This is an optimization exercise on Yosys and OpenROAD, whose aim is small area, a short achievable clock period and few clock cycles per item, not a production implementation.
Only simulation tests tie the RTL to the original design; equivalence was not proved.
No activity file was given, so power comes from the tool's default toggle rates.

## flow/design.v (module list and top-level ports; edited modules follow where they fit)
// module neurona_mac: 1745 lines
// module neurona_mac_sal8: 19 lines
// module neurona_mac_fa: 10 lines
// module neurona_mac_c42: 17 lines
// module neurona_mac_c32: 16 lines
// module neurona_mac_ha: 9 lines
module neurona_mac #(
    parameter int Signo     = 1,
    parameter int Magnitud  = 7,
    parameter int Precision = 24,
    parameter int Width     = Signo + Magnitud + Precision,
    parameter int NEntradas = 4
) (
    input  logic             CLK,
    input  logic             RST,
    input  logic             Inicio,
    input  logic [Width-1:0] Sesgo,
    input  logic             EntradaValida,
    input  logic [Width-1:0] Entrada,
    input  logic [Width-1:0] Peso,
    output logic             Ocupado,
    output logic             Listo,
    output logic [Width-1:0] Salida,
    output logic             Error
);
  // ...
==> flow/flow/run.sh <==
#!/bin/bash
set -euo pipefail
MARGIN=$(cat flow/margin.txt)
bash standard.sh SETUP_SLACK_MARGIN=$MARGIN \
  "BUFFER_PORTS_ARGS=-buffer_cell sky130_fd_sc_hd__buf_1" \
  finish > orfs_make.log 2>&1
==> flow/flow/margin.txt <==
9.7
==> flow/standard.sh <==
#!/bin/bash
# synth_recipe.tcl (not shown) runs the flow's synth.tcl, then flattens the netlist and writes it again
# the make line also repeats each setting of config.mk as NAME=value (left out here)
make -C /OpenROAD-flow-scripts/flow DESIGN_CONFIG=/design/flow/config.mk WORK_HOME=/design/flow/orfs CLKGATE_MAP_FILE= SYNTH_SCRIPT=/design/flow/synth_recipe.tcl "${@:-finish}"
==> flow/config.mk <==
export PLATFORM = sky130hd
export DESIGN_NAME = neurona_mac
export DESIGN_NICKNAME = neurona_mac
export VERILOG_FILES = /design/flow/design.v
export SDC_FILE = /design/flow/constraint.sdc
export NUM_CORES = 4
export LEC_CHECK = 0
export CAP_MARGIN = 20
export CORE_MARGIN = 2
export CORE_UTILIZATION = 40
export SLEW_MARGIN = 20
export SYNTH_HIERARCHICAL = 1
export TNS_END_PERCENT = 0
==> flow/constraint.sdc <==
create_clock -name core_clock -period 13.5 [get_ports {CLK}]
set_input_delay 2.7000 -clock core_clock [delete_from_list [all_inputs] [get_ports {CLK}]]
set_output_delay 2.7000 -clock core_clock [all_outputs]
set_load 0.01 [all_outputs]
==> metrics.json, run 1 <==
{
  "result_of_the_run": "complete, no violations",
  "cell_internal_pwr_mw": 5.21,
  "layout.cells.non_filler": 4314,
  "switchingPower_mw": 5.53,
  "ctsHtreeMaxLevel": 2,
  "io_buffers": 134,
  "nClkBuffers": 47,
  "final_hold_viol_count": 0,
  "drt_iter0_markers": 2719,
  "synth-warning-count": 9,
  "tritoncts": "yes",
  "drt-pass1-iter-count": 6,
  "floorplan.tapcells": 1080,
  "dpl.cell_count": 4217,
  "num_io_pins": 135,
  "worst_slack_at_placement_ps": 8260,
  "layout_overhead_on_the_synthesized_area_pct": 9.52,
  "layout.buffer.nonclock.area_share_pct": 3.30,
  "startpoint_type": "flip-flop",
  "startpoint": "two1_q[3]",
  "worstSetupPathType": "flip-flop to flip-flop",
  "synth.cell_area_sq_um": 33500,
  "fin_crit_sh_pct": 30.7,
  "area.share.sequential_pct": 18.4,
  "gp_congestion": 0.889,
  "critical_path_cell_count": 9,
  "power_clock_mw": 1.06,
  "grtUsageMet2_pct": 37.4,
  "swShare_pct": 51.5,
  "worstReg2RegStart": "two1_q[3]",
  "critical-path-top-cell-by-count": "fa_1",
  "power.combinational.fraction_pct": 75.5,
  "worst_setup_ep_type": "flip-flop",
  "critical_path_sink": "cl2_q",
  "post-synth-top-area-cell": "fa_1",
  "critPathArrivalTime_ps": 4560,
  "cp_cell_sequence": "a22oi_1, xnor2_1, fa_1, fa_1, fa_1, ha_1, ha_1, o2111ai_1, o21ai_0"
}
Testbench counts, summed over its fixed seeds: cycles 3,584, items 512.
==> run 2, diff against run 1 <==
--- a/flow/design.v
+++ b/flow/design.v
@@ -45,49 +45,56 @@
             v1_q <= toma;
             l1_q <= toma && (cuenta_q == 3'(NEntradas - 1));
             v2_q <= v1_q;
             l2_q <= l1_q;
         end
     end
     localparam bit GATE = 1;
     localparam bit GATE_NEG = 0;   
+    localparam bit GATE_DIG = 0;   
     logic [31:0] e1_q;
     logic        sg1_q;
-    logic [31:0] e1n_q;
-    always_ff @(posedge CLK) e1n_q <= ~Entrada;
     logic [15:0] one1_q, two1_q, neg1_q;
     logic [32:0] wx;
     logic [15:0] one_d, two_d;
     assign wx = {Peso, 1'b0};
     always_comb begin
         for (int i = 0; i < 16; i++) begin
             one_d[i] = wx[2*i+1] ^ wx[2*i];
             two_d[i] = (wx[2*i+2] & ~wx[2*i+1] & ~wx[2*i]) | (~wx[2*i+2] & wx[2*i+1] & wx[2*i]);
         end
     end
     always_ff @(posedge CLK) begin
         sg1_q  <= Entrada[31] ^ Peso[31];
-        e1_q   <= Entrada;
-        one1_q <= one_d & {16{toma}};
-        two1_q <= two_d & {16{toma}};
+        e1_q   <= toma ? Entrada : 32'd0;
+        one1_q <= one_d;
+        two1_q <= two_d;
         for (int i = 0; i < 16; i++) neg1_q[i] <= Peso[2*i+1];
     end
+    logic [15:0] onen1_q, twon1_q, negn1_q;
+    always_ff @(posedge CLK) begin
+        onen1_q <= ~(one_d & {16{toma | !GATE_DIG}});
+        twon1_q <= ~(two_d & {16{toma | !GATE_DIG}});
+        for (int i = 0; i < 16; i++) negn1_q[i] <= ~(Peso[2*i+1] & (toma | !GATE_NEG));
+    end
     logic [33:0] ex, ey;
     assign ex = {e1_q[31], e1_q, 1'b0};
-    assign ey = {~e1n_q[31], ~e1n_q, 1'b0};
-    localparam int SPLIT = 99;   
+    assign ey = ex;
+    localparam int SPLIT = 17;   
     logic [32:0] pp [16];
     always_comb begin
         for (int i = 0; i < 16; i++)
             for (int j = 0; j < 33; j++)
                 if (i < 8)
                     pp[i][j] = ((one1_q[i] & ex[j+1]) | (two1_q[i] & ex[j])) ^ neg1_q[i];
-                else
+                else if (j < SPLIT)
                     pp[i][j] = ((one1_q[i] & ey[j+1]) | (two1_q[i] & ey[j])) ^ neg1_q[i];
+                else
+                    pp[i][j] = ((~onen1_q[i] & ey[j+1]) | (~twon1_q[i] & ey[j])) ^ ~negn1_q[i];
     end
     wire pps0 = ~pp[0][32];
     wire pps1 = ~pp[1][32];
     wire pps2 = ~pp[2][32];
     wire pps3 = ~pp[3][32];
     wire pps4 = ~pp[4][32];
     wire pps5 = ~pp[5][32];
     wire pps6 = ~pp[6][32];
==> metrics.json, run 2 <==
{
  "result_of_the_run": "complete, no violations",
  "wl_per_cell_um": 24.6,
  "synth.cell_area": {"value": 33500, "unit": "sq um", "change": "-0.21%"},
  "gr-total-overflow": 0,
  "critPathArrivalTime": {"value": 4680, "unit": "ps", "change": "+120 ps"},
  "per_instance_average_area_after_synthesis_sq_um": 10.4,
  "cp_cell_sequence": "a22oi_1, xnor2_1, fa_1, fa_1, fa_1, fa_1, fa_1, ha_1",
  "worstMarginPinSlew_ps": 1120,
  "fin_crit_sh": {"value": 31.1, "unit": "%", "change": "+0.44 points"},
  "tritoncts": "yes",
  "ctsRootBufferMaster": "clkbuf_16",
  "initial_core_util_pct": 40.2,
  "skew_pair_late_insertion_delay_ps": 610,
  "num-fill-cells": 7910,
  "synth_cells": 3228,
  "largest_register_ff_count": 52,
  "gp_congestion": {"value": 0.904, "change": "+1.7%"},
  "worstHoldPathType": "flip-flop to flip-flop",
  "area_of_the_multi_input_gates_sq_um": 25800,
  "cts_inserted_buffers": 38,
  "seq_area_sq_um": 6620,
  "postRouteWirelength_um": 106000,
  "io_buffers": {"value": 134, "change": "unchanged"},
  "dominantRegCellSynth": "dfxtp_1",
  "synth-warning-count": {"value": 9, "change": "unchanged"},
  "cpPeakStageDelay_ps": 1040,
  "vias_per_cell": 5.94,
  "die-area_sq_um": 86000,
  "register_ranked_first_by_flip_flop_count": "r1_q",
  "place_hpwl_um": 71400,
  "grt_pass1_wl_um": 162000,
  "critical_path.n_buffers_inverters": 0,
  "fin_setup_tns_ps": 0,
  "maximum_number_of_pins_on_one_net_before_global_route_repair": 73,
  "biggestRegsByFlops": "r1_q (52), r0_q (51), acc_q (35)",
  "final_hold_viol_count": {"value": 0, "change": "unchanged"},
  "synth_most_common_cell": "xnor2_1",
  "nNetsFinal": 3959,
  "critical_path.top_delay_family": "adder cells",
  "max_slew_margin_pct": 25.0,
  "synth.top_cells.by_area": "fa_1 28%, dfxtp_1 16%, xnor2_1 15%",
  "clock_tree_sinks": 317,
  "layout_overhead_on_the_synthesized_area_pct": 10.8,
  "commonest_non_fill_non_tap_cell_in_the_layout": "xnor2_1",
  "async_flop_share_pct": 13.9,
  "slew_violations": 0,
  "drt_iter0_markers": {"value": 2776, "change": "+2.1%"},
  "maximum_clock_frequency_mhz": 238,
  "power.combinational.fraction": {"value": 75.1, "unit": "%", "change": "-0.4 points"},
  "die_h_um": 293,
  "clock_skew_ps": 71.1,
  "final_cell_mix": "564 x xnor2_1, 470 x fa_1, 377 x a22oi_1",
  "pwr-share-seq_pct": 14.1,
  "switchingPower": {"value": 5.46, "unit": "mW", "change": "-1.2%"},
  "share_of_post_route_cells_with_drive_strength_above_1_pct": 10.1,
  "unrepaired_setup_endpoints_after_global_routing": "yes",
  "ys_types": 74,
  "ys_seq_area_share_pct": 19.6,
  "rows": 106,
  "startpoint_type": "flip-flop",
  "cts-hold-fix-buffers": 0,
  "worst_setup_ep_type": "flip-flop",
  "die_w_um": 293,
  "initial_antenna_violation_count": 1,
  "cell_internal_pwr": {"value": 5.30, "unit": "mW", "change": "+1.7%"},
  "finished_core_util_pct": 44.5,
  "grt_pass1_vias": 25800,
  "worstSetupPathType": "flip-flop to flip-flop",
  "cts-root-to-sink-buffers": 3,
  "overall_fraction_of_global_route_tracks_in_use_pct": 24.4,
  "drt-pass1-iter-count": {"value": 6, "change": "unchanged"},
  "cp_max_fo": 17,
  "cellLeakagePower_nw": 13.5,
  "edff_count_synth": 0,
  "synth.top_cell.area_share_pct": 28.1,
  "critical-path-top-cell-by-count": "fa_1",
  "worst_path_max_delay_cell": "dfxtp_1",
  "max_cap_viols": 0,
  "power_per_cell_area_nw_per_um2": 290,
  "drt_drc_violations_left": 0,
  "ctsHtreeMaxLevel": {"value": 2, "change": "unchanged"},
  "post-synth-top-area-cell": "fa_1",
  "vias": 25600,
  "coreArea_sq_um": 83300,
  "clkSlewWorstSetupHoldPaths_ps": 60,
  "max-vdd-ir-drop_mv": 0.274,
  "netlist_top_cells_count": "569 x xnor2_1, 470 x fa_1, 377 x a22oi_1",
  "clock_power_share_pct": 10.8,
  "setup-violations-final": 0,
  "synth_seq_cells": 317,
  "route.antenna.remaining_nets": 0,
  "num_antenna_cells": 0,
  "swShare": {"value": 50.8, "unit": "%", "change": "-0.72 points"},
  "post-route-min-period_ps": 4200,
  "num_io_pins": {"value": 135, "change": "unchanged"},
  "critPathRequiredTime_ps": 13980
}
## run 2: changes by cell type after synthesis, moves of 9 or more
| cell | before | now |
|---|---|---|
| and3_1 | 6 | 40 |
| clkbuf_1 | 274 | 283 |
| xor2_1 | 289 | 49 |
| a22oi_1 | 248 | 377 |
| o22ai_1 | 248 | 120 |
| inv_1 | 109 | 89 |
| a21o_1 | 26 | 11 |
| o21ai_0 | 83 | 99 |
| buf_1 | 41 | 23 |
| nand2_1 | 77 | 101 |
| a21oi_1 | 59 | 49 |
| xnor2_1 | 326 | 569 |
| nor2_1 | 101 | 38 |
## run 2: per-module statistics from Yosys (local to each module, per instance)
module	cells	flip-flops and latches
neurona_mac	2461	317
neurona_mac_fa	1	0
neurona_mac_ha	1	0
neurona_mac_sal8	55	0
## run 2: path summary, 6_finish.rpt
kind	start	endpoint	slack, ps	cells after the start
max	one1_q[9]	r2_q[18]	9300	8
min	sg1_q	sg2_q	330	0
max reg2reg	one1_q[9]	r2_q[18]	9300	8
min reg2reg	sg1_q	sg2_q	330	0
max in group asynchronous	RST	salida_q[3]	10740	2
min in group asynchronous	RST	salida_q[31]	2190	2
## run 2: final cells by class
class	count	area share, %
Multi-Input combinational cell	2517	69.7
Sequential cell	317	17.9
Timing Repair Buffer	245	3.99
Tap cell	1080	3.64
Clock buffer	47	2.87
Inverter	89	0.975
Clock inverter	21	0.941
Timing Repair inverter	1	0.0202
## run 2: cell families after synthesis
| family | Yosys count | synth area share, % |
|---|---|---|
| AO/OA/AOI/OAI | 800 | 16.7 |
| adder cells (fa/ha/maj) | 650 | 34.8 |
| XOR/XNOR | 618 | 16.2 |
| buffers and inverters | 413 | 4.77 |
| AND/OR/NAND/NOR | 387 | 6.32 |
| flip-flops | 317 | 19.6 |
| multiplexers | 42 | 1.56 |
| other | 1 | 0.0112 |
## run 2: metal layers
metal	up-vias	global-route usage [%]	wire (um)
li1	11200	-	-
met1	12600	34.4	45400
met2	1566	35.3	44100
met3	249	7.75	12600
met4	2	7.99	3890
met5	-	0	13
## run 2: timing repair
item | CTS | global route
resized for setup | 62 | 44
hold endpoints to repair | 0 | 0
gates cloned | 5 | 1
endpoints found under the setup margin | 183 | 193
buffers inserted | 41 | 15
pin swaps | 25 | 19
## run 2: power groups by stage
stage               registers [mW]  logic, mW  clock network (mW)
global placement              1.52       6.87                   0
global route                  1.55       8.91                1.22
floorplan                     1.40       5.11                   0
detailed placement            1.53       6.87                   0
CTS                           1.51       7.58                1.19
finish                        1.52       8.09                1.16
## run 2: worst reg2reg max path, cell delays in order (launching register included)
cell and delay (ps):
dfxtp_1 1040, a22oi_1 250, xnor2_1 210, fa_1 470, fa_1 550, fa_1 490, fa_1 410, fa_1 390
ha_1 300
## run 2: per-stage QoR
stage	instance area [sq um]	total power [mW]	worst slack (ps)	hold WS (ps)	std cells
2_1_floorplan	33600	6.51	9600	310	3244
3_3_place_gp	34600	8.39	8390	310	4186
3_5_place_dp	34600	8.39	8290	319	4186
4_1_cts	36700	10.3	9430	330	4300
5_1_grt	37100	11.7	9250	330	4317
6_report	37100	10.8	9300	326	4317
Testbench counts of run 2, summed over its fixed seeds: cycles 3,584, items 512.

==> static timing again, ports no longer ideal <==
How much do the figures lean on ideal ports? The routed layouts below were timed once more, with nothing changed but the port constraints.
Step 1: set_driving_cell puts a clkbuf_16 on CLK and a buf_2 on each other input, an assumption about the parent block.
Step 2 also shifts input and output timing later by t, the mid clock arrival at the registers, as if the neighbouring blocks saw the same clock.
Three values: ideal ports, drivers, drivers and shift; two values: the first two.
| run | t (ns) | setup slack, ns | worst hold slack (ns) | worst setup path at the end |
|---|---|---|---|---|
| run 1 | 0.638 | 9.359 / 9.359 / 9.266 | 0.347 / 0.347 / 0.347 | input to register |
| run 2 | 0.641 | 9.300 / 9.300 / 9.300 | 0.326 / 0.326 / 0.326 | register to register |
After both steps setup and hold are still met in every run listed. The setup slack of run 1, which loses most, moves by 0.000 ns with the drivers and by -0.093 ns with both steps.
